Source: an optimization exercise on an open RTL-to-GDS flow (aim: a short achievable clock period and few clock cycles per item). Production flows keep margins and buffers that such runs may drop.
The RTL was checked by simulation tests, not by an equivalence proof against the original design.

===== design.v =====
`timescale 1ns/1ps
package cpu_isa_pkg;
    typedef logic [16-1:0]          data_t;
    typedef logic [$clog2(16)-1:0]  reg_id_t;
    typedef logic [8-1:0]          imm_t;
    typedef logic [8-1:0]           pc_t;
    typedef logic [8-1:0]           inst_id_t;
    typedef logic [3-1:0]           op_t;
    localparam op_t OP_ST      = 3'd0;
    localparam op_t OP_CMP_GT  = 3'd1;
    localparam op_t OP_ADD_IMM = 3'd2;
    localparam op_t OP_ADD     = 3'd3;
    localparam op_t OP_SHL     = 3'd4;
    localparam op_t OP_SHR     = 3'd5;
    localparam op_t OP_MUL     = 3'd6;
endpackage
`timescale 1ns/1ps
package cpu_uarch_pkg;
    typedef logic [16-1:0] reg_mask_t;
    typedef enum logic {
        FETCH_RUN,
        FETCH_DONE
    } fetch_state_t;
endpackage
`timescale 1ns/1ps
module reg_file (
    input  logic                  clk,
    input  logic                  rst_n,
    input  cpu_isa_pkg::reg_id_t  rd_addr0,
    input  cpu_isa_pkg::reg_id_t  rd_addr1,
    input  cpu_isa_pkg::reg_id_t  rd_addr2,
    input  cpu_isa_pkg::reg_id_t  rd_addr3,
    output cpu_isa_pkg::data_t    rd_data0,
    output cpu_isa_pkg::data_t    rd_data1,
    output cpu_isa_pkg::data_t    rd_data2,
    output cpu_isa_pkg::data_t    rd_data3,
    input  logic                  alu_wb_vld,
    input  cpu_isa_pkg::reg_id_t  alu_wb_reg,
    input  cpu_isa_pkg::data_t    alu_wb_data,
    input  logic                  mul_wb_vld,
    input  cpu_isa_pkg::reg_id_t  mul_wb_reg,
    input  cpu_isa_pkg::data_t    mul_wb_data
);
    cpu_isa_pkg::data_t regs [0:16-1];
    assign rd_data0 = regs[rd_addr0];
    assign rd_data1 = regs[rd_addr1];
    assign rd_data2 = regs[rd_addr2];
    assign rd_data3 = regs[rd_addr3];
    always_ff @(posedge clk or negedge rst_n) begin
        if (!rst_n) begin
            for (int i = 0; i < 16; i++) begin
                regs[i] <= '0;
            end
        end else begin
            if (mul_wb_vld) begin
                regs[mul_wb_reg] <= mul_wb_data;
            end
            if (alu_wb_vld) begin
                regs[alu_wb_reg] <= alu_wb_data;
            end
        end
    end
endmodule
`timescale 1ns/1ps
module ks_add16 (
    input  logic [15:0] a,
    input  logic [15:0] b,
    output logic [15:0] s
);
    logic [15:0] p0, g[0:4], p[0:4];
    assign p0   = a ^ b;
    assign g[0] = a & b;
    assign p[0] = p0;
    for (genvar l = 0; l < 4; l++) begin : g_lvl
        for (genvar i = 0; i < 16; i++) begin : g_bit
            if (i >= (1 << l)) begin : g_op
                assign g[l+1][i] = g[l][i] | (p[l][i] & g[l][i - (1 << l)]);
                assign p[l+1][i] = p[l][i] & p[l][i - (1 << l)];
            end else begin : g_pass
                assign g[l+1][i] = g[l][i];
                assign p[l+1][i] = p[l][i];
            end
        end
    end
    assign s = p0 ^ {g[4][14:0], 1'b0};
endmodule
module gt16 (
    input  logic [15:0] a,
    input  logic [15:0] b,
    output logic        gt
);
    logic [15:0] g[0:4], p[0:4];
    assign g[0] = a & ~b;
    assign p[0] = a | ~b;
    for (genvar l = 0; l < 4; l++) begin : g_lvl
        for (genvar i = 0; i < 16; i++) begin : g_bit
            if (i >= (1 << l)) begin : g_op
                assign g[l+1][i] = g[l][i] | (p[l][i] & g[l][i - (1 << l)]);
                assign p[l+1][i] = p[l][i] & p[l][i - (1 << l)];
            end else begin : g_pass
                assign g[l+1][i] = g[l][i];
                assign p[l+1][i] = p[l][i];
            end
        end
    end
    assign gt = g[4][15];
endmodule
module int_unit (
    input  logic                   clk,
    input  logic                   rst_n,
    input  logic                   ex_int_vld,
    input  logic                   ex_st,
    input  logic                   ex_wr,
    input  logic [3:0]             ex_fn,    
    input  cpu_isa_pkg::inst_id_t  ex_id,
    input  cpu_isa_pkg::reg_id_t   ex_dst,
    input  cpu_isa_pkg::data_t     ex_a_add,
    input  cpu_isa_pkg::data_t     ex_b_add,
    input  cpu_isa_pkg::data_t     ex_a_sh,
    input  logic [3:0]             ex_b_sh,
    input  cpu_isa_pkg::data_t     ex_a_st,
    input  cpu_isa_pkg::data_t     ex_b_st,
    output logic                   alu_wb_vld,
    output cpu_isa_pkg::reg_id_t   alu_wb_reg,
    output cpu_isa_pkg::data_t     alu_wb_data,
    output logic                   write_mem_vld,
    output cpu_isa_pkg::inst_id_t  write_mem_id,
    output cpu_isa_pkg::data_t     write_mem_addr,
    output cpu_isa_pkg::data_t     write_mem_data
);
    localparam int SHAMT_BIT = $clog2(16);
    logic [SHAMT_BIT-1:0] shamt;
    cpu_isa_pkg::data_t   sum, shl, shr, result;
    logic                 gt;
    assign shamt = ex_b_sh;
    assign shl   = ex_a_sh << shamt;
    assign shr   = ex_a_sh >> shamt;
    ks_add16 u_add (.a(ex_a_add), .b(ex_b_add), .s(sum));
    gt16     u_gt  (.a(ex_a_add), .b(ex_b_add), .gt(gt));
    always_comb begin
        result = ({16{ex_fn[0]}} & sum) |
                 ({16{ex_fn[1]}} & shl) |
                 ({16{ex_fn[2]}} & shr);
        result[0] = result[0] | (ex_fn[3] & gt);
    end
    always_ff @(posedge clk or negedge rst_n) begin
        if (!rst_n) begin
            alu_wb_vld    <= 1'b0;
        end else begin
            alu_wb_vld    <= ex_int_vld && ex_wr;
        end
    end
    always_ff @(posedge clk) begin
        alu_wb_reg  <= ex_dst;
        alu_wb_data <= result;
    end
    assign write_mem_vld  = ex_st;
    assign write_mem_id   = ex_id;
    assign write_mem_addr = ex_a_st;
    assign write_mem_data = ex_b_st;
endmodule
`timescale 1ns/1ps
module mul_unit (
    input  logic                  clk,
    input  logic                  rst_n,
    input  logic                  iss_mul_vld,
    input  cpu_isa_pkg::reg_id_t  iss_dst,
    input  cpu_isa_pkg::data_t    iss_a,
    input  cpu_isa_pkg::data_t    iss_b,
    output logic                  m2_vld,
    output cpu_isa_pkg::reg_id_t  m2_dst,
    output logic                  mul_wb_vld,
    output cpu_isa_pkg::reg_id_t  mul_wb_reg,
    output cpu_isa_pkg::data_t    mul_wb_data
);
    cpu_isa_pkg::data_t a;
    cpu_isa_pkg::data_t b;
    logic [7:0] one, two, neg;
    assign a = iss_a;
    assign b = iss_b;
    logic p0;
    logic p1;
    logic p2;
    logic p3;
    logic p4;
    logic p5;
    logic p6;
    logic p7;
    logic p8;
    logic p9;
    logic p10;
    logic p11;
    logic p12;
    logic p13;
    logic p14;
    logic p15;
    logic p16;
    logic p17;
    logic p18;
    logic p19;
    logic p20;
    logic p21;
    logic p22;
    logic p23;
    logic p24;
    logic p25;
    logic p26;
    logic p27;
    logic p28;
    logic p29;
    logic p30;
    logic p31;
    logic p32;
    logic p33;
    logic p34;
    logic p35;
    logic p36;
    logic p37;
    logic p38;
    logic p39;
    logic p40;
    logic p41;
    logic p42;
    logic p43;
    logic p44;
    logic p45;
    logic p46;
    logic p47;
    logic p48;
    logic p49;
    logic p50;
    logic p51;
    logic p52;
    logic p53;
    logic p54;
    logic p55;
    logic p56;
    logic p57;
    logic p58;
    logic p59;
    logic p60;
    logic p61;
    logic p62;
    logic p63;
    logic p64;
    logic p65;
    logic p66;
    logic p67;
    logic p68;
    logic p69;
    logic p70;
    logic p71;
    logic t72;
    logic t73;
    logic t74;
    logic t75;
    logic t76;
    logic t77;
    logic t78;
    logic t79;
    logic t80;
    logic t81;
    logic t82;
    logic t83;
    logic t84;
    logic t85;
    logic t86;
    logic t87;
    logic t88;
    logic t89;
    logic t90;
    logic t91;
    logic t92;
    logic t93;
    logic t94;
    logic t95;
    logic t96;
    logic t97;
    logic t98;
    logic t99;
    logic t100;
    logic t101;
    logic t102;
    logic t103;
    logic t104;
    logic t105;
    logic t106;
    logic t107;
    logic t108;
    logic t109;
    logic t110;
    logic t111;
    logic t112;
    logic t113;
    logic t114;
    logic t115;
    logic t116;
    logic t117;
    logic t118;
    logic t119;
    logic t120;
    logic t121;
    logic t122;
    logic t123;
    logic t124;
    logic t125;
    logic t126;
    logic t127;
    logic t128;
    logic t129;
    logic t130;
    logic t131;
    logic r_c0_0;
    logic r_c0_1;
    logic r_c1_0;
    logic r_c2_0;
    logic r_c2_1;
    logic r_c2_2;
    logic r_c3_0;
    logic r_c3_1;
    logic r_c4_0;
    logic r_c4_1;
    logic r_c4_2;
    logic r_c4_3;
    logic r_c5_0;
    logic r_c5_1;
    logic r_c5_2;
    logic r_c6_0;
    logic r_c6_1;
    logic r_c6_2;
    logic r_c6_3;
    logic r_c7_0;
    logic r_c7_1;
    logic r_c7_2;
    logic r_c7_3;
    logic r_c8_0;
    logic r_c8_1;
    logic r_c8_2;
    logic r_c8_3;
    logic r_c9_0;
    logic r_c9_1;
    logic r_c9_2;
    logic r_c9_3;
    logic r_c10_0;
    logic r_c10_1;
    logic r_c10_2;
    logic r_c10_3;
    logic r_c11_0;
    logic r_c11_1;
    logic r_c11_2;
    logic r_c11_3;
    logic r_c12_0;
    logic r_c12_1;
    logic r_c12_2;
    logic r_c12_3;
    logic r_c13_0;
    logic r_c13_1;
    logic r_c13_2;
    logic r_c13_3;
    logic r_c14_0;
    logic r_c14_1;
    logic r_c14_2;
    logic r_c14_3;
    logic r_c15_0;
    logic r_c15_1;
    logic r_c15_2;
    logic r_c15_3;
    logic t132;
    logic t133;
    logic t134;
    logic t135;
    logic t136;
    logic t137;
    logic t138;
    logic t139;
    logic t140;
    logic t141;
    logic t142;
    logic t143;
    logic t144;
    logic t145;
    logic t146;
    logic t147;
    logic t148;
    logic t149;
    logic t150;
    logic t151;
    logic t152;
    logic t153;
    logic t154;
    logic t155;
    logic t156;
    logic t157;
    logic t158;
    logic t159;
    logic t160;
    logic t161;
    logic t162;
    logic t163;
    logic t164;
    logic t165;
    logic t166;
    logic t167;
    logic t168;
    logic t169;
    logic t170;
    logic t171;
    logic t172;
    logic t173;
    logic t174;
    logic t175;
    logic t176;
    logic t177;
    logic t178;
    logic t179;
    logic t180;
    logic t181;
    logic t182;
    logic t183;
    cpu_isa_pkg::data_t row0;
    cpu_isa_pkg::data_t row1;
    cpu_isa_pkg::data_t sum;
    assign one[0] = b[0] ^ 1'b0;
    assign two[0] = (b[1] & ~b[0] & ~1'b0) | (~b[1] & b[0] & 1'b0);
    assign neg[0] = b[1];
    assign p0 = ((one[0] & a[0]) | (two[0] & 1'b0)) ^ neg[0];
    assign p1 = ((one[0] & a[1]) | (two[0] & a[0])) ^ neg[0];
    assign p2 = ((one[0] & a[2]) | (two[0] & a[1])) ^ neg[0];
    assign p3 = ((one[0] & a[3]) | (two[0] & a[2])) ^ neg[0];
    assign p4 = ((one[0] & a[4]) | (two[0] & a[3])) ^ neg[0];
    assign p5 = ((one[0] & a[5]) | (two[0] & a[4])) ^ neg[0];
    assign p6 = ((one[0] & a[6]) | (two[0] & a[5])) ^ neg[0];
    assign p7 = ((one[0] & a[7]) | (two[0] & a[6])) ^ neg[0];
    assign p8 = ((one[0] & a[8]) | (two[0] & a[7])) ^ neg[0];
    assign p9 = ((one[0] & a[9]) | (two[0] & a[8])) ^ neg[0];
    assign p10 = ((one[0] & a[10]) | (two[0] & a[9])) ^ neg[0];
    assign p11 = ((one[0] & a[11]) | (two[0] & a[10])) ^ neg[0];
    assign p12 = ((one[0] & a[12]) | (two[0] & a[11])) ^ neg[0];
    assign p13 = ((one[0] & a[13]) | (two[0] & a[12])) ^ neg[0];
    assign p14 = ((one[0] & a[14]) | (two[0] & a[13])) ^ neg[0];
    assign p15 = ((one[0] & a[15]) | (two[0] & a[14])) ^ neg[0];
    assign one[1] = b[2] ^ b[1];
    assign two[1] = (b[3] & ~b[2] & ~b[1]) | (~b[3] & b[2] & b[1]);
    assign neg[1] = b[3];
    assign p16 = ((one[1] & a[0]) | (two[1] & 1'b0)) ^ neg[1];
    assign p17 = ((one[1] & a[1]) | (two[1] & a[0])) ^ neg[1];
    assign p18 = ((one[1] & a[2]) | (two[1] & a[1])) ^ neg[1];
    assign p19 = ((one[1] & a[3]) | (two[1] & a[2])) ^ neg[1];
    assign p20 = ((one[1] & a[4]) | (two[1] & a[3])) ^ neg[1];
    assign p21 = ((one[1] & a[5]) | (two[1] & a[4])) ^ neg[1];
    assign p22 = ((one[1] & a[6]) | (two[1] & a[5])) ^ neg[1];
    assign p23 = ((one[1] & a[7]) | (two[1] & a[6])) ^ neg[1];
    assign p24 = ((one[1] & a[8]) | (two[1] & a[7])) ^ neg[1];
    assign p25 = ((one[1] & a[9]) | (two[1] & a[8])) ^ neg[1];
    assign p26 = ((one[1] & a[10]) | (two[1] & a[9])) ^ neg[1];
    assign p27 = ((one[1] & a[11]) | (two[1] & a[10])) ^ neg[1];
    assign p28 = ((one[1] & a[12]) | (two[1] & a[11])) ^ neg[1];
    assign p29 = ((one[1] & a[13]) | (two[1] & a[12])) ^ neg[1];
    assign one[2] = b[4] ^ b[3];
    assign two[2] = (b[5] & ~b[4] & ~b[3]) | (~b[5] & b[4] & b[3]);
    assign neg[2] = b[5];
    assign p30 = ((one[2] & a[0]) | (two[2] & 1'b0)) ^ neg[2];
    assign p31 = ((one[2] & a[1]) | (two[2] & a[0])) ^ neg[2];
    assign p32 = ((one[2] & a[2]) | (two[2] & a[1])) ^ neg[2];
    assign p33 = ((one[2] & a[3]) | (two[2] & a[2])) ^ neg[2];
    assign p34 = ((one[2] & a[4]) | (two[2] & a[3])) ^ neg[2];
    assign p35 = ((one[2] & a[5]) | (two[2] & a[4])) ^ neg[2];
    assign p36 = ((one[2] & a[6]) | (two[2] & a[5])) ^ neg[2];
    assign p37 = ((one[2] & a[7]) | (two[2] & a[6])) ^ neg[2];
    assign p38 = ((one[2] & a[8]) | (two[2] & a[7])) ^ neg[2];
    assign p39 = ((one[2] & a[9]) | (two[2] & a[8])) ^ neg[2];
    assign p40 = ((one[2] & a[10]) | (two[2] & a[9])) ^ neg[2];
    assign p41 = ((one[2] & a[11]) | (two[2] & a[10])) ^ neg[2];
    assign one[3] = b[6] ^ b[5];
    assign two[3] = (b[7] & ~b[6] & ~b[5]) | (~b[7] & b[6] & b[5]);
    assign neg[3] = b[7];
    assign p42 = ((one[3] & a[0]) | (two[3] & 1'b0)) ^ neg[3];
    assign p43 = ((one[3] & a[1]) | (two[3] & a[0])) ^ neg[3];
    assign p44 = ((one[3] & a[2]) | (two[3] & a[1])) ^ neg[3];
    assign p45 = ((one[3] & a[3]) | (two[3] & a[2])) ^ neg[3];
    assign p46 = ((one[3] & a[4]) | (two[3] & a[3])) ^ neg[3];
    assign p47 = ((one[3] & a[5]) | (two[3] & a[4])) ^ neg[3];
    assign p48 = ((one[3] & a[6]) | (two[3] & a[5])) ^ neg[3];
    assign p49 = ((one[3] & a[7]) | (two[3] & a[6])) ^ neg[3];
    assign p50 = ((one[3] & a[8]) | (two[3] & a[7])) ^ neg[3];
    assign p51 = ((one[3] & a[9]) | (two[3] & a[8])) ^ neg[3];
    assign one[4] = b[8] ^ b[7];
    assign two[4] = (b[9] & ~b[8] & ~b[7]) | (~b[9] & b[8] & b[7]);
    assign neg[4] = b[9];
    assign p52 = ((one[4] & a[0]) | (two[4] & 1'b0)) ^ neg[4];
    assign p53 = ((one[4] & a[1]) | (two[4] & a[0])) ^ neg[4];
    assign p54 = ((one[4] & a[2]) | (two[4] & a[1])) ^ neg[4];
    assign p55 = ((one[4] & a[3]) | (two[4] & a[2])) ^ neg[4];
    assign p56 = ((one[4] & a[4]) | (two[4] & a[3])) ^ neg[4];
    assign p57 = ((one[4] & a[5]) | (two[4] & a[4])) ^ neg[4];
    assign p58 = ((one[4] & a[6]) | (two[4] & a[5])) ^ neg[4];
    assign p59 = ((one[4] & a[7]) | (two[4] & a[6])) ^ neg[4];
    assign one[5] = b[10] ^ b[9];
    assign two[5] = (b[11] & ~b[10] & ~b[9]) | (~b[11] & b[10] & b[9]);
    assign neg[5] = b[11];
    assign p60 = ((one[5] & a[0]) | (two[5] & 1'b0)) ^ neg[5];
    assign p61 = ((one[5] & a[1]) | (two[5] & a[0])) ^ neg[5];
    assign p62 = ((one[5] & a[2]) | (two[5] & a[1])) ^ neg[5];
    assign p63 = ((one[5] & a[3]) | (two[5] & a[2])) ^ neg[5];
    assign p64 = ((one[5] & a[4]) | (two[5] & a[3])) ^ neg[5];
    assign p65 = ((one[5] & a[5]) | (two[5] & a[4])) ^ neg[5];
    assign one[6] = b[12] ^ b[11];
    assign two[6] = (b[13] & ~b[12] & ~b[11]) | (~b[13] & b[12] & b[11]);
    assign neg[6] = b[13];
    assign p66 = ((one[6] & a[0]) | (two[6] & 1'b0)) ^ neg[6];
    assign p67 = ((one[6] & a[1]) | (two[6] & a[0])) ^ neg[6];
    assign p68 = ((one[6] & a[2]) | (two[6] & a[1])) ^ neg[6];
    assign p69 = ((one[6] & a[3]) | (two[6] & a[2])) ^ neg[6];
    assign one[7] = b[14] ^ b[13];
    assign two[7] = (b[15] & ~b[14] & ~b[13]) | (~b[15] & b[14] & b[13]);
    assign neg[7] = b[15];
    assign p70 = ((one[7] & a[0]) | (two[7] & 1'b0)) ^ neg[7];
    assign p71 = ((one[7] & a[1]) | (two[7] & a[0])) ^ neg[7];
    assign t72 = p10 ^ p24;
    assign t73 = p10 & p24;
    assign t74 = p11 ^ p25;
    assign t75 = p11 & p25;
    assign t76 = p12 ^ p26 ^ p38;
    assign t77 = (p12 & p26) | (p12 & p38) | (p26 & p38);
    assign t78 = p48 ^ p56;
    assign t79 = p48 & p56;
    assign t80 = p13 ^ p27 ^ p39;
    assign t81 = (p13 & p27) | (p13 & p39) | (p27 & p39);
    assign t82 = p49 ^ p57;
    assign t83 = p49 & p57;
    assign t84 = p14 ^ p28 ^ p40;
    assign t85 = (p14 & p28) | (p14 & p40) | (p28 & p40);
    assign t86 = p50 ^ p58 ^ p64;
    assign t87 = (p50 & p58) | (p50 & p64) | (p58 & p64);
    assign t88 = p68 ^ p70;
    assign t89 = p68 & p70;
    assign t90 = p15 ^ p29 ^ p41;
    assign t91 = (p15 & p29) | (p15 & p41) | (p29 & p41);
    assign t92 = p51 ^ p59 ^ p65;
    assign t93 = (p51 & p59) | (p51 & p65) | (p59 & p65);
    assign t94 = p69 ^ p71;
    assign t95 = p69 & p71;
    assign t96 = p6 ^ p20;
    assign t97 = p6 & p20;
    assign t98 = p7 ^ p21;
    assign t99 = p7 & p21;
    assign t100 = p8 ^ p22 ^ p34;
    assign t101 = (p8 & p22) | (p8 & p34) | (p22 & p34);
    assign t102 = p44 ^ p52;
    assign t103 = p44 & p52;
    assign t104 = p9 ^ p23 ^ p35;
    assign t105 = (p9 & p23) | (p9 & p35) | (p23 & p35);
    assign t106 = p45 ^ p53;
    assign t107 = p45 & p53;
    assign t108 = t72 ^ p36 ^ p46;
    assign t109 = (t72 & p36) | (t72 & p46) | (p36 & p46);
    assign t110 = p54 ^ p60 ^ neg[5];
    assign t111 = (p54 & p60) | (p54 & neg[5]) | (p60 & neg[5]);
    assign t112 = t73 ^ t74 ^ p37;
    assign t113 = (t73 & t74) | (t73 & p37) | (t74 & p37);
    assign t114 = p47 ^ p55 ^ p61;
    assign t115 = (p47 & p55) | (p47 & p61) | (p55 & p61);
    assign t116 = t75 ^ t76 ^ t78;
    assign t117 = (t75 & t76) | (t75 & t78) | (t76 & t78);
    assign t118 = p62 ^ p66 ^ neg[6];
    assign t119 = (p62 & p66) | (p62 & neg[6]) | (p66 & neg[6]);
    assign t120 = t77 ^ t79 ^ t80;
    assign t121 = (t77 & t79) | (t77 & t80) | (t79 & t80);
    assign t122 = t82 ^ p63 ^ p67;
    assign t123 = (t82 & p63) | (t82 & p67) | (p63 & p67);
    assign t124 = t81 ^ t83 ^ t84;
    assign t125 = (t81 & t83) | (t81 & t84) | (t83 & t84);
    assign t126 = t86 ^ t88 ^ neg[7];
    assign t127 = (t86 & t88) | (t86 & neg[7]) | (t88 & neg[7]);
    assign t128 = t85 ^ t87 ^ t89;
    assign t129 = (t85 & t87) | (t85 & t89) | (t87 & t89);
    assign t130 = t90 ^ t92 ^ t94;
    assign t131 = (t90 & t92) | (t90 & t94) | (t92 & t94);
    always_ff @(posedge clk) begin
        r_c0_0 <= p0;
        r_c0_1 <= neg[0];
        r_c1_0 <= p1;
        r_c2_0 <= p2;
        r_c2_1 <= p16;
        r_c2_2 <= neg[1];
        r_c3_0 <= p3;
        r_c3_1 <= p17;
        r_c4_0 <= p4;
        r_c4_1 <= p18;
        r_c4_2 <= p30;
        r_c4_3 <= neg[2];
        r_c5_0 <= p5;
        r_c5_1 <= p19;
        r_c5_2 <= p31;
        r_c6_0 <= t96;
        r_c6_1 <= p32;
        r_c6_2 <= p42;
        r_c6_3 <= neg[3];
        r_c7_0 <= t97;
        r_c7_1 <= t98;
        r_c7_2 <= p33;
        r_c7_3 <= p43;
        r_c8_0 <= t99;
        r_c8_1 <= t100;
        r_c8_2 <= t102;
        r_c8_3 <= neg[4];
        r_c9_0 <= t101;
        r_c9_1 <= t103;
        r_c9_2 <= t104;
        r_c9_3 <= t106;
        r_c10_0 <= t105;
        r_c10_1 <= t107;
        r_c10_2 <= t108;
        r_c10_3 <= t110;
        r_c11_0 <= t109;
        r_c11_1 <= t111;
        r_c11_2 <= t112;
        r_c11_3 <= t114;
        r_c12_0 <= t113;
        r_c12_1 <= t115;
        r_c12_2 <= t116;
        r_c12_3 <= t118;
        r_c13_0 <= t117;
        r_c13_1 <= t119;
        r_c13_2 <= t120;
        r_c13_3 <= t122;
        r_c14_0 <= t121;
        r_c14_1 <= t123;
        r_c14_2 <= t124;
        r_c14_3 <= t126;
        r_c15_0 <= t125;
        r_c15_1 <= t127;
        r_c15_2 <= t128;
        r_c15_3 <= t130;
    end
    assign t132 = r_c4_0 ^ r_c4_1;
    assign t133 = r_c4_0 & r_c4_1;
    assign t134 = r_c5_0 ^ r_c5_1;
    assign t135 = r_c5_0 & r_c5_1;
    assign t136 = r_c6_0 ^ r_c6_1 ^ r_c6_2;
    assign t137 = (r_c6_0 & r_c6_1) | (r_c6_0 & r_c6_2) | (r_c6_1 & r_c6_2);
    assign t138 = r_c7_0 ^ r_c7_1 ^ r_c7_2;
    assign t139 = (r_c7_0 & r_c7_1) | (r_c7_0 & r_c7_2) | (r_c7_1 & r_c7_2);
    assign t140 = r_c8_0 ^ r_c8_1 ^ r_c8_2;
    assign t141 = (r_c8_0 & r_c8_1) | (r_c8_0 & r_c8_2) | (r_c8_1 & r_c8_2);
    assign t142 = r_c9_0 ^ r_c9_1 ^ r_c9_2;
    assign t143 = (r_c9_0 & r_c9_1) | (r_c9_0 & r_c9_2) | (r_c9_1 & r_c9_2);
    assign t144 = r_c10_0 ^ r_c10_1 ^ r_c10_2;
    assign t145 = (r_c10_0 & r_c10_1) | (r_c10_0 & r_c10_2) | (r_c10_1 & r_c10_2);
    assign t146 = r_c11_0 ^ r_c11_1 ^ r_c11_2;
    assign t147 = (r_c11_0 & r_c11_1) | (r_c11_0 & r_c11_2) | (r_c11_1 & r_c11_2);
    assign t148 = r_c12_0 ^ r_c12_1 ^ r_c12_2;
    assign t149 = (r_c12_0 & r_c12_1) | (r_c12_0 & r_c12_2) | (r_c12_1 & r_c12_2);
    assign t150 = r_c13_0 ^ r_c13_1 ^ r_c13_2;
    assign t151 = (r_c13_0 & r_c13_1) | (r_c13_0 & r_c13_2) | (r_c13_1 & r_c13_2);
    assign t152 = r_c14_0 ^ r_c14_1 ^ r_c14_2;
    assign t153 = (r_c14_0 & r_c14_1) | (r_c14_0 & r_c14_2) | (r_c14_1 & r_c14_2);
    assign t154 = r_c15_0 ^ r_c15_1 ^ r_c15_2;
    assign t155 = (r_c15_0 & r_c15_1) | (r_c15_0 & r_c15_2) | (r_c15_1 & r_c15_2);
    assign t156 = r_c2_0 ^ r_c2_1;
    assign t157 = r_c2_0 & r_c2_1;
    assign t158 = r_c3_0 ^ r_c3_1;
    assign t159 = r_c3_0 & r_c3_1;
    assign t160 = t132 ^ r_c4_2 ^ r_c4_3;
    assign t161 = (t132 & r_c4_2) | (t132 & r_c4_3) | (r_c4_2 & r_c4_3);
    assign t162 = t133 ^ t134 ^ r_c5_2;
    assign t163 = (t133 & t134) | (t133 & r_c5_2) | (t134 & r_c5_2);
    assign t164 = t135 ^ t136 ^ r_c6_3;
    assign t165 = (t135 & t136) | (t135 & r_c6_3) | (t136 & r_c6_3);
    assign t166 = t137 ^ t138 ^ r_c7_3;
    assign t167 = (t137 & t138) | (t137 & r_c7_3) | (t138 & r_c7_3);
    assign t168 = t139 ^ t140 ^ r_c8_3;
    assign t169 = (t139 & t140) | (t139 & r_c8_3) | (t140 & r_c8_3);
    assign t170 = t141 ^ t142 ^ r_c9_3;
    assign t171 = (t141 & t142) | (t141 & r_c9_3) | (t142 & r_c9_3);
    assign t172 = t143 ^ t144 ^ r_c10_3;
    assign t173 = (t143 & t144) | (t143 & r_c10_3) | (t144 & r_c10_3);
    assign t174 = t145 ^ t146 ^ r_c11_3;
    assign t175 = (t145 & t146) | (t145 & r_c11_3) | (t146 & r_c11_3);
    assign t176 = t147 ^ t148 ^ r_c12_3;
    assign t177 = (t147 & t148) | (t147 & r_c12_3) | (t148 & r_c12_3);
    assign t178 = t149 ^ t150 ^ r_c13_3;
    assign t179 = (t149 & t150) | (t149 & r_c13_3) | (t150 & r_c13_3);
    assign t180 = t151 ^ t152 ^ r_c14_3;
    assign t181 = (t151 & t152) | (t151 & r_c14_3) | (t152 & r_c14_3);
    assign t182 = t153 ^ t154 ^ r_c15_3;
    assign t183 = (t153 & t154) | (t153 & r_c15_3) | (t154 & r_c15_3);
    assign row0 = {t181, t179, t177, t175, t173, t171, t169, t167, t165, t163, t161, t159, t157, t156, r_c1_0, r_c0_0};
    assign row1 = {t182, t180, t178, t176, t174, t172, t170, t168, t166, t164, t162, t160, t158, r_c2_2, 1'b0, r_c0_1};
    ks_add16 u_add (.a(row0), .b(row1), .s(sum));
    always_ff @(posedge clk or negedge rst_n) begin
        if (!rst_n) begin
            m2_vld     <= 1'b0;
            mul_wb_vld <= 1'b0;
        end else begin
            m2_vld     <= iss_mul_vld;
            mul_wb_vld <= m2_vld;
        end
    end
    always_ff @(posedge clk) begin
        m2_dst      <= iss_dst;
        mul_wb_reg  <= m2_dst;
        mul_wb_data <= sum;
    end
endmodule
`timescale 1ns/1ps
module fwd_mux #(parameter int W = 16) (
    input  logic [W-1:0] op,
    input  logic         s_alu,
    input  logic         s_mul,
    input  logic [W-1:0] v_alu,
    input  logic [W-1:0] v_mul,
    output logic [W-1:0] y
);
    assign y = ({W{!s_alu && !s_mul}} & op) | ({W{s_alu}} & v_alu) | ({W{s_mul}} & v_mul);
endmodule
module dec_cand (
    input  cpu_isa_pkg::reg_id_t   s0,
    input  cpu_isa_pkg::reg_id_t   s1,
    input  logic                   addi,
    input  cpu_isa_pkg::imm_t      imm,
    input  cpu_isa_pkg::data_t     rd_data0,
    input  cpu_isa_pkg::data_t     rd_data1,
    input  logic                   alu_wb_vld,
    input  cpu_isa_pkg::reg_id_t   alu_wb_reg,
    input  cpu_isa_pkg::data_t     alu_wb_data,
    input  logic                   mul_wb_vld,
    input  cpu_isa_pkg::reg_id_t   mul_wb_reg,
    input  cpu_isa_pkg::data_t     mul_wb_data,
    input  logic                   ex_wr,
    input  logic                   ex_mul_vld,
    input  cpu_isa_pkg::reg_id_t   ex_dst,
    input  logic                   m2_vld,
    input  cpu_isa_pkg::reg_id_t   m2_dst,
    output cpu_isa_pkg::data_t     byp0,
    output cpu_isa_pkg::data_t     byp1,
    output logic                   fwd_a_alu,
    output logic                   fwd_b_alu,
    output logic                   fwd_a_mul,
    output logic                   fwd_b_mul,
    output logic                   stall
);
    logic use1, hit_ex0, hit_ex1;
    assign use1    = !addi;
    assign hit_ex0 = ex_wr && (ex_dst == s0);
    assign hit_ex1 = ex_wr && (ex_dst == s1) && use1;
    assign stall   = ex_mul_vld && (hit_ex0 || hit_ex1);
    assign fwd_a_alu = hit_ex0 && !ex_mul_vld;
    assign fwd_b_alu = hit_ex1 && !ex_mul_vld;
    assign fwd_a_mul = !hit_ex0 && m2_vld && (m2_dst == s0);
    assign fwd_b_mul = !hit_ex1 && m2_vld && (m2_dst == s1) && use1;
    always_comb begin
        if (alu_wb_vld && alu_wb_reg == s0)      byp0 = alu_wb_data;
        else if (mul_wb_vld && mul_wb_reg == s0) byp0 = mul_wb_data;
        else                                     byp0 = rd_data0;
        if (addi)                                byp1 = cpu_isa_pkg::data_t'(imm);
        else if (alu_wb_vld && alu_wb_reg == s1) byp1 = alu_wb_data;
        else if (mul_wb_vld && mul_wb_reg == s1) byp1 = mul_wb_data;
        else                                     byp1 = rd_data1;
    end
endmodule
module issue_ctrl (
    input  logic                   clk,
    input  logic                   rst_n,
    input  logic                   inst_vld,
    input  logic                   inst_last,
    input  cpu_isa_pkg::op_t       inst_op,
    input  cpu_isa_pkg::inst_id_t  inst_id,
    input  cpu_isa_pkg::reg_id_t   inst_dst_reg,
    input  cpu_isa_pkg::reg_id_t   inst_src_reg0,
    input  cpu_isa_pkg::reg_id_t   inst_src_reg1,
    input  cpu_isa_pkg::imm_t      inst_imm,
    output logic                   inst_rdy,
    output logic                   fetch_vld,
    output cpu_isa_pkg::pc_t       fetch_pc,
    output cpu_isa_pkg::inst_id_t  fetch_id,
    output cpu_isa_pkg::reg_id_t   rd_addr0,
    output cpu_isa_pkg::reg_id_t   rd_addr1,
    output cpu_isa_pkg::reg_id_t   rd_addr2,
    output cpu_isa_pkg::reg_id_t   rd_addr3,
    input  cpu_isa_pkg::data_t     rd_data0,
    input  cpu_isa_pkg::data_t     rd_data1,
    input  cpu_isa_pkg::data_t     rd_data2,
    input  cpu_isa_pkg::data_t     rd_data3,
    input  logic                   alu_wb_vld,
    input  cpu_isa_pkg::reg_id_t   alu_wb_reg,
    input  cpu_isa_pkg::data_t     alu_wb_data,
    input  logic                   mul_wb_vld,
    input  cpu_isa_pkg::reg_id_t   mul_wb_reg,
    input  cpu_isa_pkg::data_t     mul_wb_data,
    input  logic                   m2_vld,
    input  cpu_isa_pkg::reg_id_t   m2_dst,
    output logic                   exec_finish,
    output logic                   ex_int_vld,
    output logic                   ex_mul_vld,
    output logic                   ex_st,
    output logic                   ex_wr,
    output logic [3:0]             ex_fn,
    output cpu_isa_pkg::inst_id_t  ex_id,
    output cpu_isa_pkg::reg_id_t   ex_dst,
    output cpu_isa_pkg::data_t     ex_a_add,
    output cpu_isa_pkg::data_t     ex_b_add,
    output cpu_isa_pkg::data_t     ex_a_sh,
    output logic [3:0]             ex_b_sh,
    output cpu_isa_pkg::data_t     ex_a_mul,
    output cpu_isa_pkg::data_t     ex_b_mul,
    output cpu_isa_pkg::data_t     ex_a_st,
    output cpu_isa_pkg::data_t     ex_b_st
);
    typedef struct packed {
        logic                  last;
        logic                  st;
        logic                  mul;
        logic                  addi;
        logic [3:0]            fn;      
        cpu_isa_pkg::inst_id_t id;
        cpu_isa_pkg::reg_id_t  dst;
        cpu_isa_pkg::reg_id_t  s0;
        cpu_isa_pkg::reg_id_t  s1;
        cpu_isa_pkg::imm_t     imm;
    } qent_t;
    qent_t       in_ent;
    qent_t       q0, q1, q2, q3;
    logic        v0, v1, v2, v3;     
    logic        fetch_en;
    logic        last_seen;
    cpu_isa_pkg::pc_t pc_q;
    logic        arrive;
    logic        arrive_last;
    always_comb begin
        in_ent.last = inst_last;
        in_ent.st   = (inst_op == cpu_isa_pkg::OP_ST);
        in_ent.mul  = (inst_op == cpu_isa_pkg::OP_MUL);
        in_ent.addi = (inst_op == cpu_isa_pkg::OP_ADD_IMM);
        in_ent.fn[0] = (inst_op == cpu_isa_pkg::OP_ADD_IMM) || (inst_op == cpu_isa_pkg::OP_ADD);
        in_ent.fn[1] = (inst_op == cpu_isa_pkg::OP_SHL);
        in_ent.fn[2] = (inst_op == cpu_isa_pkg::OP_SHR);
        in_ent.fn[3] = (inst_op == cpu_isa_pkg::OP_CMP_GT);
        in_ent.id   = inst_id;
        in_ent.dst  = inst_dst_reg;
        in_ent.s0   = inst_src_reg0;
        in_ent.s1   = inst_src_reg1;
        in_ent.imm  = inst_imm;
    end
    assign inst_rdy    = 1'b1;
    assign arrive      = inst_vld;
    assign arrive_last = inst_vld && inst_last;
    assign fetch_vld   = fetch_en && !arrive_last;
    assign fetch_pc    = pc_q;
    assign fetch_id    = pc_q;
    cpu_isa_pkg::data_t c0_byp0, c0_byp1, c1_byp0, c1_byp1;
    logic c0_fa_alu, c0_fb_alu, c0_fa_mul, c0_fb_mul, c0_stall;
    logic c1_fa_alu, c1_fb_alu, c1_fa_mul, c1_fb_mul, c1_stall;
    assign rd_addr0 = q0.s0;
    assign rd_addr1 = q0.s1;
    assign rd_addr2 = q1.s0;
    assign rd_addr3 = q1.s1;
    dec_cand u_c0 (
        .s0 (q0.s0), .s1 (q0.s1), .addi (q0.addi), .imm (q0.imm),
        .rd_data0 (rd_data0), .rd_data1 (rd_data1),
        .alu_wb_vld (alu_wb_vld), .alu_wb_reg (alu_wb_reg), .alu_wb_data (alu_wb_data),
        .mul_wb_vld (mul_wb_vld), .mul_wb_reg (mul_wb_reg), .mul_wb_data (mul_wb_data),
        .ex_wr (ex_wr), .ex_mul_vld (ex_mul_vld), .ex_dst (ex_dst),
        .m2_vld (m2_vld), .m2_dst (m2_dst),
        .byp0 (c0_byp0), .byp1 (c0_byp1),
        .fwd_a_alu (c0_fa_alu), .fwd_b_alu (c0_fb_alu),
        .fwd_a_mul (c0_fa_mul), .fwd_b_mul (c0_fb_mul), .stall (c0_stall)
    );
    dec_cand u_c1 (
        .s0 (q1.s0), .s1 (q1.s1), .addi (q1.addi), .imm (q1.imm),
        .rd_data0 (rd_data2), .rd_data1 (rd_data3),
        .alu_wb_vld (alu_wb_vld), .alu_wb_reg (alu_wb_reg), .alu_wb_data (alu_wb_data),
        .mul_wb_vld (mul_wb_vld), .mul_wb_reg (mul_wb_reg), .mul_wb_data (mul_wb_data),
        .ex_wr (ex_wr), .ex_mul_vld (ex_mul_vld), .ex_dst (ex_dst),
        .m2_vld (m2_vld), .m2_dst (m2_dst),
        .byp0 (c1_byp0), .byp1 (c1_byp1),
        .fwd_a_alu (c1_fa_alu), .fwd_b_alu (c1_fb_alu),
        .fwd_a_mul (c1_fa_mul), .fwd_b_mul (c1_fb_mul), .stall (c1_stall)
    );
    logic raw10, war10, waw10, indep;
    assign raw10 = !q0.st && ((q0.dst == q1.s0) || (!q1.addi && (q0.dst == q1.s1)));
    assign war10 = !q1.st && ((q1.dst == q0.s0) || (!q0.addi && (q1.dst == q0.s1)));
    assign waw10 = !q0.st && !q1.st && (q0.dst == q1.dst);
    assign indep = !raw10 && !war10 && !waw10 && !(q0.st && q1.st) && !q1.last;
    logic pop0, pop1, issue;
    assign pop0  = v0 && !c0_stall;
    assign pop1  = v0 && c0_stall && v1 && !c1_stall && indep;
    assign issue = pop0 || pop1;
    qent_t              ie;
    cpu_isa_pkg::data_t i_byp0, i_byp1;
    logic               i_fa_alu, i_fb_alu, i_fa_mul, i_fb_mul;
    always_comb begin
        if (c0_stall) begin
            ie       = q1;
            i_byp0   = c1_byp0;
            i_byp1   = c1_byp1;
            i_fa_alu = c1_fa_alu;
            i_fb_alu = c1_fb_alu;
            i_fa_mul = c1_fa_mul;
            i_fb_mul = c1_fb_mul;
        end else begin
            ie       = q0;
            i_byp0   = c0_byp0;
            i_byp1   = c0_byp1;
            i_fa_alu = c0_fa_alu;
            i_fb_alu = c0_fb_alu;
            i_fa_mul = c0_fa_mul;
            i_fb_mul = c0_fb_mul;
        end
    end
    logic ie_add, ie_sh;
    assign ie_add = ie.fn[0] || ie.fn[3];
    assign ie_sh  = ie.fn[1] || ie.fn[2];
    cpu_isa_pkg::data_t opa_add, opb_add, opa_sh, opa_mul, opb_mul, opa_st, opb_st;
    logic [3:0]         opb_sh;
    logic sa_add_alu, sa_add_mul, sb_add_alu, sb_add_mul;
    logic sa_sh_alu,  sa_sh_mul,  sb_sh_alu,  sb_sh_mul;
    logic sa_mul_alu, sa_mul_mul, sb_mul_alu, sb_mul_mul;
    logic sa_st_alu,  sa_st_mul,  sb_st_alu,  sb_st_mul;
    logic ex_last;
    logic fin_q;
    always_ff @(posedge clk) begin
        if (ie_add) begin
            opa_add    <= i_byp0;
            opb_add    <= i_byp1;
        end
        if (ie_sh) begin
            opa_sh     <= i_byp0;
            opb_sh     <= i_byp1[3:0];
        end
        if (ie.mul) begin
            opa_mul    <= i_byp0;
            opb_mul    <= i_byp1;
        end
        if (ie.st) begin
            opa_st     <= i_byp0;
            opb_st     <= i_byp1;
        end
        sa_add_alu <= i_fa_alu && ie_add;
        sa_add_mul <= i_fa_mul && ie_add;
        sb_add_alu <= i_fb_alu && ie_add;
        sb_add_mul <= i_fb_mul && ie_add;
        sa_sh_alu  <= i_fa_alu && ie_sh;
        sa_sh_mul  <= i_fa_mul && ie_sh;
        sb_sh_alu  <= i_fb_alu && ie_sh;
        sb_sh_mul  <= i_fb_mul && ie_sh;
        sa_mul_alu <= i_fa_alu && ie.mul;
        sa_mul_mul <= i_fa_mul && ie.mul;
        sb_mul_alu <= i_fb_alu && ie.mul;
        sb_mul_mul <= i_fb_mul && ie.mul;
        sa_st_alu  <= i_fa_alu && ie.st;
        sa_st_mul  <= i_fa_mul && ie.st;
        sb_st_alu  <= i_fb_alu && ie.st;
        sb_st_mul  <= i_fb_mul && ie.st;
        ex_fn      <= ie.fn;
        ex_id      <= ie.id;
        ex_dst     <= ie.dst;
    end
    always_ff @(posedge clk or negedge rst_n) begin
        if (!rst_n) begin
            ex_int_vld <= 1'b0;
            ex_mul_vld <= 1'b0;
            ex_st      <= 1'b0;
            ex_wr      <= 1'b0;
            ex_last    <= 1'b0;
        end else begin
            ex_int_vld <= issue && !ie.mul;
            ex_mul_vld <= issue && ie.mul;
            ex_st      <= issue && ie.st;
            ex_wr      <= issue && !ie.st;
            ex_last    <= issue && ie.last;
        end
    end
    assign exec_finish = fin_q || ex_last;
    fwd_mux #(16) u_fa_add (.op(opa_add), .s_alu(sa_add_alu), .s_mul(sa_add_mul), .v_alu(alu_wb_data), .v_mul(mul_wb_data), .y(ex_a_add));
    fwd_mux #(16) u_fb_add (.op(opb_add), .s_alu(sb_add_alu), .s_mul(sb_add_mul), .v_alu(alu_wb_data), .v_mul(mul_wb_data), .y(ex_b_add));
    fwd_mux #(16) u_fa_sh  (.op(opa_sh),  .s_alu(sa_sh_alu),  .s_mul(sa_sh_mul),  .v_alu(alu_wb_data), .v_mul(mul_wb_data), .y(ex_a_sh));
    fwd_mux #(4)  u_fb_sh  (.op(opb_sh),  .s_alu(sb_sh_alu),  .s_mul(sb_sh_mul),  .v_alu(alu_wb_data[3:0]), .v_mul(mul_wb_data[3:0]), .y(ex_b_sh));
    fwd_mux #(16) u_fa_mul (.op(opa_mul), .s_alu(sa_mul_alu), .s_mul(sa_mul_mul), .v_alu(alu_wb_data), .v_mul(mul_wb_data), .y(ex_a_mul));
    fwd_mux #(16) u_fb_mul (.op(opb_mul), .s_alu(sb_mul_alu), .s_mul(sb_mul_mul), .v_alu(alu_wb_data), .v_mul(mul_wb_data), .y(ex_b_mul));
    fwd_mux #(16) u_fa_st  (.op(opa_st),  .s_alu(sa_st_alu),  .s_mul(sa_st_mul),  .v_alu(alu_wb_data), .v_mul(mul_wb_data), .y(ex_a_st));
    fwd_mux #(16) u_fb_st  (.op(opb_st),  .s_alu(sb_st_alu),  .s_mul(sb_st_mul),  .v_alu(alu_wb_data), .v_mul(mul_wb_data), .y(ex_b_st));
    logic r0, r1, r2;            
    qent_t e0, e1, e2;
    logic v0_n, v1_n, v2_n, v3_n;
    always_comb begin
        if (pop0) begin
            e0 = q1; e1 = q2; e2 = q3;
            r0 = v1; r1 = v2; r2 = v3;
        end else if (pop1) begin
            e0 = q0; e1 = q2; e2 = q3;
            r0 = v0; r1 = v2; r2 = v3;
        end else begin
            e0 = q0; e1 = q1; e2 = q2;
            r0 = v0; r1 = v1; r2 = v2;
        end
        v0_n = r0 || arrive;
        v1_n = r1 || (r0 && arrive);
        v2_n = r2 || (r1 && arrive);
        v3_n = (issue ? 1'b0 : v3) || (r2 && arrive);
    end
    always_ff @(posedge clk) begin
        q0 <= r0 ? e0 : in_ent;
        q1 <= r1 ? e1 : in_ent;
        q2 <= r2 ? e2 : in_ent;
        if (issue || !v3) q3 <= in_ent;
    end
    always_ff @(posedge clk or negedge rst_n) begin
        if (!rst_n) begin
            v0          <= 1'b0;
            v1          <= 1'b0;
            v2          <= 1'b0;
            v3          <= 1'b0;
            fetch_en    <= 1'b1;
            last_seen   <= 1'b0;
            pc_q        <= '0;
            fin_q       <= 1'b0;
        end else begin
            v0        <= v0_n;
            v1        <= v1_n;
            v2        <= v2_n;
            v3        <= v3_n;
            last_seen <= last_seen || arrive_last;
            fetch_en  <= !last_seen && !arrive_last && (!v2_n || (!v3_n && !fetch_vld));
            if (fetch_vld) pc_q <= pc_q + 1'b1;
            if (ex_last) fin_q <= 1'b1;
        end
    end
endmodule
`timescale 1ns/1ps
module cpu_top (
    input  logic                   clk,
    input  logic                   rst_n,
    input  logic                   inst_vld,
    input  logic                   inst_last,
    input  cpu_isa_pkg::op_t       inst_op,
    input  cpu_isa_pkg::inst_id_t  inst_id,
    input  cpu_isa_pkg::reg_id_t   inst_dst_reg,
    input  cpu_isa_pkg::reg_id_t   inst_src_reg0,
    input  cpu_isa_pkg::reg_id_t   inst_src_reg1,
    input  cpu_isa_pkg::imm_t      inst_imm,
    output logic                   fetch_vld,
    output cpu_isa_pkg::pc_t       fetch_pc,
    output cpu_isa_pkg::inst_id_t  fetch_id,
    output logic                   inst_rdy,
    output logic                   write_mem_vld,
    output cpu_isa_pkg::inst_id_t  write_mem_id,
    output cpu_isa_pkg::data_t     write_mem_addr,
    output cpu_isa_pkg::data_t     write_mem_data,
    output logic                   exec_finish
);
    cpu_isa_pkg::reg_id_t rd_addr0;
    cpu_isa_pkg::reg_id_t rd_addr1;
    cpu_isa_pkg::data_t   rd_data0;
    cpu_isa_pkg::data_t   rd_data1;
    cpu_isa_pkg::reg_id_t rd_addr2;
    cpu_isa_pkg::reg_id_t rd_addr3;
    cpu_isa_pkg::data_t   rd_data2;
    cpu_isa_pkg::data_t   rd_data3;
    logic                 alu_wb_vld;
    cpu_isa_pkg::reg_id_t alu_wb_reg;
    cpu_isa_pkg::data_t   alu_wb_data;
    logic                 mul_wb_vld;
    cpu_isa_pkg::reg_id_t mul_wb_reg;
    cpu_isa_pkg::data_t   mul_wb_data;
    logic                 m2_vld;
    cpu_isa_pkg::reg_id_t m2_dst;
    logic                  ex_int_vld;
    logic                  ex_mul_vld;
    logic                  ex_st;
    logic                  ex_wr;
    logic [3:0]            ex_fn;
    cpu_isa_pkg::inst_id_t ex_id;
    cpu_isa_pkg::reg_id_t  ex_dst;
    cpu_isa_pkg::data_t    ex_a_add, ex_b_add, ex_a_sh, ex_a_mul, ex_b_mul, ex_a_st, ex_b_st;
    logic [3:0]            ex_b_sh;
    issue_ctrl u_issue_ctrl (
        .clk           (clk),
        .rst_n         (rst_n),
        .inst_vld      (inst_vld),
        .inst_last     (inst_last),
        .inst_op       (inst_op),
        .inst_id       (inst_id),
        .inst_dst_reg  (inst_dst_reg),
        .inst_src_reg0 (inst_src_reg0),
        .inst_src_reg1 (inst_src_reg1),
        .inst_imm      (inst_imm),
        .inst_rdy      (inst_rdy),
        .fetch_vld     (fetch_vld),
        .fetch_pc      (fetch_pc),
        .fetch_id      (fetch_id),
        .rd_addr0      (rd_addr0),
        .rd_addr1      (rd_addr1),
        .rd_data0      (rd_data0),
        .rd_data1      (rd_data1),
        .rd_addr2      (rd_addr2),
        .rd_addr3      (rd_addr3),
        .rd_data2      (rd_data2),
        .rd_data3      (rd_data3),
        .alu_wb_vld    (alu_wb_vld),
        .alu_wb_reg    (alu_wb_reg),
        .alu_wb_data   (alu_wb_data),
        .mul_wb_vld    (mul_wb_vld),
        .mul_wb_reg    (mul_wb_reg),
        .mul_wb_data   (mul_wb_data),
        .m2_vld        (m2_vld),
        .m2_dst        (m2_dst),
        .exec_finish   (exec_finish),
        .ex_int_vld    (ex_int_vld),
        .ex_mul_vld    (ex_mul_vld),
        .ex_st         (ex_st),
        .ex_wr         (ex_wr),
        .ex_fn         (ex_fn),
        .ex_id         (ex_id),
        .ex_dst        (ex_dst),
        .ex_a_add      (ex_a_add),
        .ex_b_add      (ex_b_add),
        .ex_a_sh       (ex_a_sh),
        .ex_b_sh       (ex_b_sh),
        .ex_a_mul      (ex_a_mul),
        .ex_b_mul      (ex_b_mul),
        .ex_a_st       (ex_a_st),
        .ex_b_st       (ex_b_st)
    );
    reg_file u_reg_file (
        .clk         (clk),
        .rst_n       (rst_n),
        .rd_addr0    (rd_addr0),
        .rd_addr1    (rd_addr1),
        .rd_data0    (rd_data0),
        .rd_data1    (rd_data1),
        .rd_addr2    (rd_addr2),
        .rd_addr3    (rd_addr3),
        .rd_data2    (rd_data2),
        .rd_data3    (rd_data3),
        .alu_wb_vld  (alu_wb_vld),
        .alu_wb_reg  (alu_wb_reg),
        .alu_wb_data (alu_wb_data),
        .mul_wb_vld  (mul_wb_vld),
        .mul_wb_reg  (mul_wb_reg),
        .mul_wb_data (mul_wb_data)
    );
    int_unit u_int_unit (
        .clk            (clk),
        .rst_n          (rst_n),
        .ex_int_vld     (ex_int_vld),
        .ex_st          (ex_st),
        .ex_wr          (ex_wr),
        .ex_fn          (ex_fn),
        .ex_id          (ex_id),
        .ex_dst         (ex_dst),
        .ex_a_add       (ex_a_add),
        .ex_b_add       (ex_b_add),
        .ex_a_sh        (ex_a_sh),
        .ex_b_sh        (ex_b_sh),
        .ex_a_st        (ex_a_st),
        .ex_b_st        (ex_b_st),
        .alu_wb_vld     (alu_wb_vld),
        .alu_wb_reg     (alu_wb_reg),
        .alu_wb_data    (alu_wb_data),
        .write_mem_vld  (write_mem_vld),
        .write_mem_id   (write_mem_id),
        .write_mem_addr (write_mem_addr),
        .write_mem_data (write_mem_data)
    );
    mul_unit u_mul_unit (
        .clk         (clk),
        .rst_n       (rst_n),
        .iss_mul_vld (ex_mul_vld),
        .iss_dst     (ex_dst),
        .iss_a       (ex_a_mul),
        .iss_b       (ex_b_mul),
        .m2_vld      (m2_vld),
        .m2_dst      (m2_dst),
        .mul_wb_vld  (mul_wb_vld),
        .mul_wb_reg  (mul_wb_reg),
        .mul_wb_data (mul_wb_data)
    );
endmodule

===== run.sh =====
#!/bin/bash
# synth_recipe.tcl (not shown) runs the flow's synth.tcl, then flattens the netlist and writes it again
# the make line also repeats each setting of config.mk as NAME=value (left out here)
make -C /OpenROAD-flow-scripts/flow DESIGN_CONFIG=/design/flow/config.mk WORK_HOME=/design/flow/orfs CLKGATE_MAP_FILE= SYNTH_SCRIPT=/design/flow/synth_recipe.tcl finish

===== config.mk =====
export PLATFORM = sky130hd
export DESIGN_NAME = cpu_top
export DESIGN_NICKNAME = cpu_top
export VERILOG_FILES = /design/flow/design.v
export SDC_FILE = /design/flow/constraint.sdc
export NUM_CORES = 4
export LEC_CHECK = 0
export ABC_CLOCK_PERIOD_IN_PS = 2700
export CAP_MARGIN = 20
export CORE_MARGIN = 2
export CORE_UTILIZATION = 40
export SETUP_SLACK_MARGIN = 3.3
export SLEW_MARGIN = 20

===== constraint.sdc =====
create_clock -name core_clock -period 6.0 [get_ports {clk}]
set_input_delay 1.2000 -clock core_clock [delete_from_list [all_inputs] [get_ports {clk}]]
set_output_delay 1.2000 -clock core_clock [all_outputs]
set_load 0.01 [all_outputs]

==> notes.md <==
Crit path largest cell delay 0.49 ns; final critical-path required period 3.15 ns; TritonCTS clock tree done; largest register by flop count u_reg_file.regs; Wirelength per Cell 36.5 um; Synth async-reset ratio 41.9%; sequential share of the synthesized area 40.0%; Die Wd 333 um; Final ANT Viol Nets 0; Crit Path Category reg -> reg; final hold vios 0; slew of the pin with the lowest slew margin 1.22 ns; Max Cap Violations 0; worst-path fanout max 10; Largest register FFs 256; CP arrival 3.55 ns; fin crit share 52.5%; fillers 8619; drt first pass iters 12; mean post-synth cell area 9.37 um2; row count 120; die area 111000 um2; Synth warnings 12; gr usage total 40.5%; CP delay by family, top compound AO/OA/AOI/OAI gates; area grow syn2layout 41.9%; synthesized area 43400 um2; Final Skew 0.0397 ns; Hold Crit Class reg -> reg; # setup viols final 0; Multi-input gate area 28800 um2; RSZ-0062 raised after global routing yes; CTS clk-pin slew, worst paths 0.06 ns; Slew HR 18.8%; Seq. cell area 17500 um2; Fmax 317 MHz; DRC viols 0; outcome no timing/DRC/antenna violations; Worst-Skew Late Latency 0.69 ns; Req. time, crit path 6.40 ns; count of different cell masters after synthesis 110; Synthesized Nets 4772; CP max stage cell o32ai_4; nets 5267; startpoint types flip-flop; Vias/cell 7.06; largest net degree at the start of global routing 107; Placer Congestion 1.11; worst path bufs/invs 4; Clock Root Buffer clkbuf_16; Synth Instances 4627; Slew Viols, Final 0; Final Routed Wirelength 241000 um; initial antenna violation count 14; count of boundary I/O pins 95; Final HPWL DP 138000 um; Cell Chain, Critical Path buf_4 -> buf_6 -> buf_12 -> buf_12 -> and3b_1 -> a222oi_1 -> a21oi_1 -> o32ai_4 -> o211ai_1 -> o211ai_1 -> a2bb2oi_2; Yosys reg bits 666; via count 46661; Max clock buf depth 3; vias in the first global route 42335; global-route wire length before repair 324000 um; CTS Sinks 666; PortBufs 93; hold buffer count at cts 0; predominant post-synthesis flop cell dfrtp_1; CTS Buf Count 78; core area 107000 um2; H-tree lvl count 3; Overflow after GRT 0; share of cells above drive strength 1 35.1%; Post-synth EDFFs 260; setup_tns 0 ns; Starting DRT DRC Count 8831; Starting Density 40.4%; CP Capture Type flip-flop; die height 333 um; Util after Layout 57.4%
[path summary, 6_finish.rpt]
check	slack, ns	cells after the start	to	start
worst max-delay path	2.85	11	u_issue_ctrl.opb_st[0]	u_issue_ctrl.q1[11]
worst min-delay path	0.42	0	u_mul_unit.mul_wb_vld	u_mul_unit.m2_vld
worst max register to register	2.85	11	u_issue_ctrl.opb_st[0]	u_issue_ctrl.q1[11]
worst min register to register	0.42	0	u_mul_unit.mul_wb_vld	u_mul_unit.m2_vld
max in group asynchronous	4.13	2	u_reg_file.regs[10][14]	rst_n
min in group asynchronous	0.54	1	u_reg_file.regs[11][6]	rst_n
[cell type report]
type | count | share of cell area, %
Clock buffer | 106 | 3.54
Tap cell | 1403 | 2.85
Timing Repair Buffer | 888 | 16.8
Sequential cell | 666 | 28.4
Timing Repair inverter | 2 | 0.0244
Clock inverter | 40 | 0.770
Antenna cell | 14 | 0.0569
Inverter | 109 | 0.786
Multi-Input combinational cell | 3377 | 46.9
[Yosys cell counts, types with 16 or more instances]
cell type,n,area share (%)
a2111oi_0,31,0.63
a211oi_1,22,0.38
a21o_1,50,0.87
a21oi_1,377,4.3
a221oi_1,42,0.85
a22o_1,118,2.4
a22oi_1,317,5.5
a31oi_1,16,0.23
a32oi_1,24,0.48
and2_1,20,0.29
buf_1,39,0.34
buf_2,79,0.91
clkbuf_1,348,3.0
dfrtp_1,278,16
dfxtp_1,127,5.9
edfxtp_1,260,18
fa_1,35,1.6
ha_1,75,2.2
inv_1,103,0.89
mux2_1,36,0.93
mux2_2,98,2.5
mux2i_1,324,7.5
nand2_1,360,3.1
nand2b_1,19,0.27
nand3_1,62,0.72
nand4_1,61,0.88
nor2_1,375,3.2
nor2b_1,33,0.48
nor3_1,57,0.66
nor3b_1,17,0.29
nor4_1,17,0.25
o211ai_1,34,0.59
o21ai_0,210,2.4
o221ai_1,39,0.79
o22ai_1,109,1.6
xnor2_1,69,1.4
xor2_1,53,1.1
[per-stage QoR]
| step | area, um2 | hold slack [ns] | instances | setup WS, ns |
|---|---|---|---|---|
| floorplan | 43700 | 0.326 | 4627 | 3.09 |
| global placement | 45900 | 0.376 | 5803 | 1.68 |
| detailed placement | 46000 | 0.392 | 5809 | 1.62 |
| CTS | 56900 | 0.408 | 6386 | 2.87 |
| global route | 61500 | 0.430 | 6594 | 2.80 |
| finish | 61600 | 0.420 | 6605 | 2.85 |
[layout by cell type, fill, tap and decap left out, types with 61 or more instances in the layout]
master,synthesis,final
nand2_1,360,278
edfxtp_1,260,260
buf_6,10,190
mux2i_1,324,320
a22oi_1,317,251
nand4_1,61,61
dfrtp_1,278,276
xnor2_1,69,61
buf_12,0,131
o21ai_0,210,169
ha_1,75,66
buf_4,10,428
mux2_2,98,79
mux2_4,1,61
a22oi_2,0,66
dfxtp_1,127,91
clkbuf_16,0,97
inv_1,103,93
nor2_1,375,320
a21oi_1,377,330
a22o_1,118,112
[metal layers]
| metal | vias to the layer above | share of wire (%) | global-route usage [%] |
|---|---|---|---|
| met5 | - | 0.099 | 0.391 |
| met4 | 15 | 9.2 | 25.1 |
| met3 | 1282 | 16 | 17.4 |
| met2 | 4265 | 39 | 55.9 |
| met1 | 22624 | 36 | 51.7 |
| li1 | 18475 | - | - |
[what timing repair did]
action,in CTS,in global routing
pin swaps,260,318
endpoints found under the setup margin,644,525
setup buffers,389,186
resized for setup,1141,543
gates cloned,42,19
[cell families (layout without fill, tap and decap cells)]
logic type | count (synthesis) | after routing | share of synthesized area [%]
fa+ha+maj | 111 | 111 | 3.80
mux | 464 | 471 | 11.2
compound gates | 1547 | 1551 | 24.4
flops | 666 | 666 | 40.0
buf+inv | 597 | 1145 | 5.68
other cells | 1 | 15 | 0.00864
xor+xnor | 125 | 125 | 2.60
simple gates | 1116 | 1118 | 12.3
Testbench counts, summed over its fixed seeds: cycles 23,417, insts 22,445.

re-timing with driven ports:
Ports are ideal in the flow. The routed layout listed here was re-timed in OpenROAD. Step 1 (the two cells are an assumption about what drives the block):
set clk [get_ports {clk}]
set_driving_cell -lib_cell sky130_fd_sc_hd__clkbuf_16 $clk
set_driving_cell -lib_cell sky130_fd_sc_hd__buf_2 [delete_from_list [all_inputs] $clk]
Step 2 also shifts input and output timing later by t, the mid clock arrival at the registers, as if the neighbouring blocks saw the same clock. Slacks: ideal ports / drivers / drivers and shift; pairs: ideal ports / drivers.
t (ns): 0.754
slack for setup (ns): 2.850 / 2.780 / 2.850
worst setup path after step 2: register to register
cell pins on the clock port's net: 1
After both steps setup and hold are still met in this run. For this run, drivers alone change the setup slack by -0.070 ns; drivers and shift together by 0.000 ns.
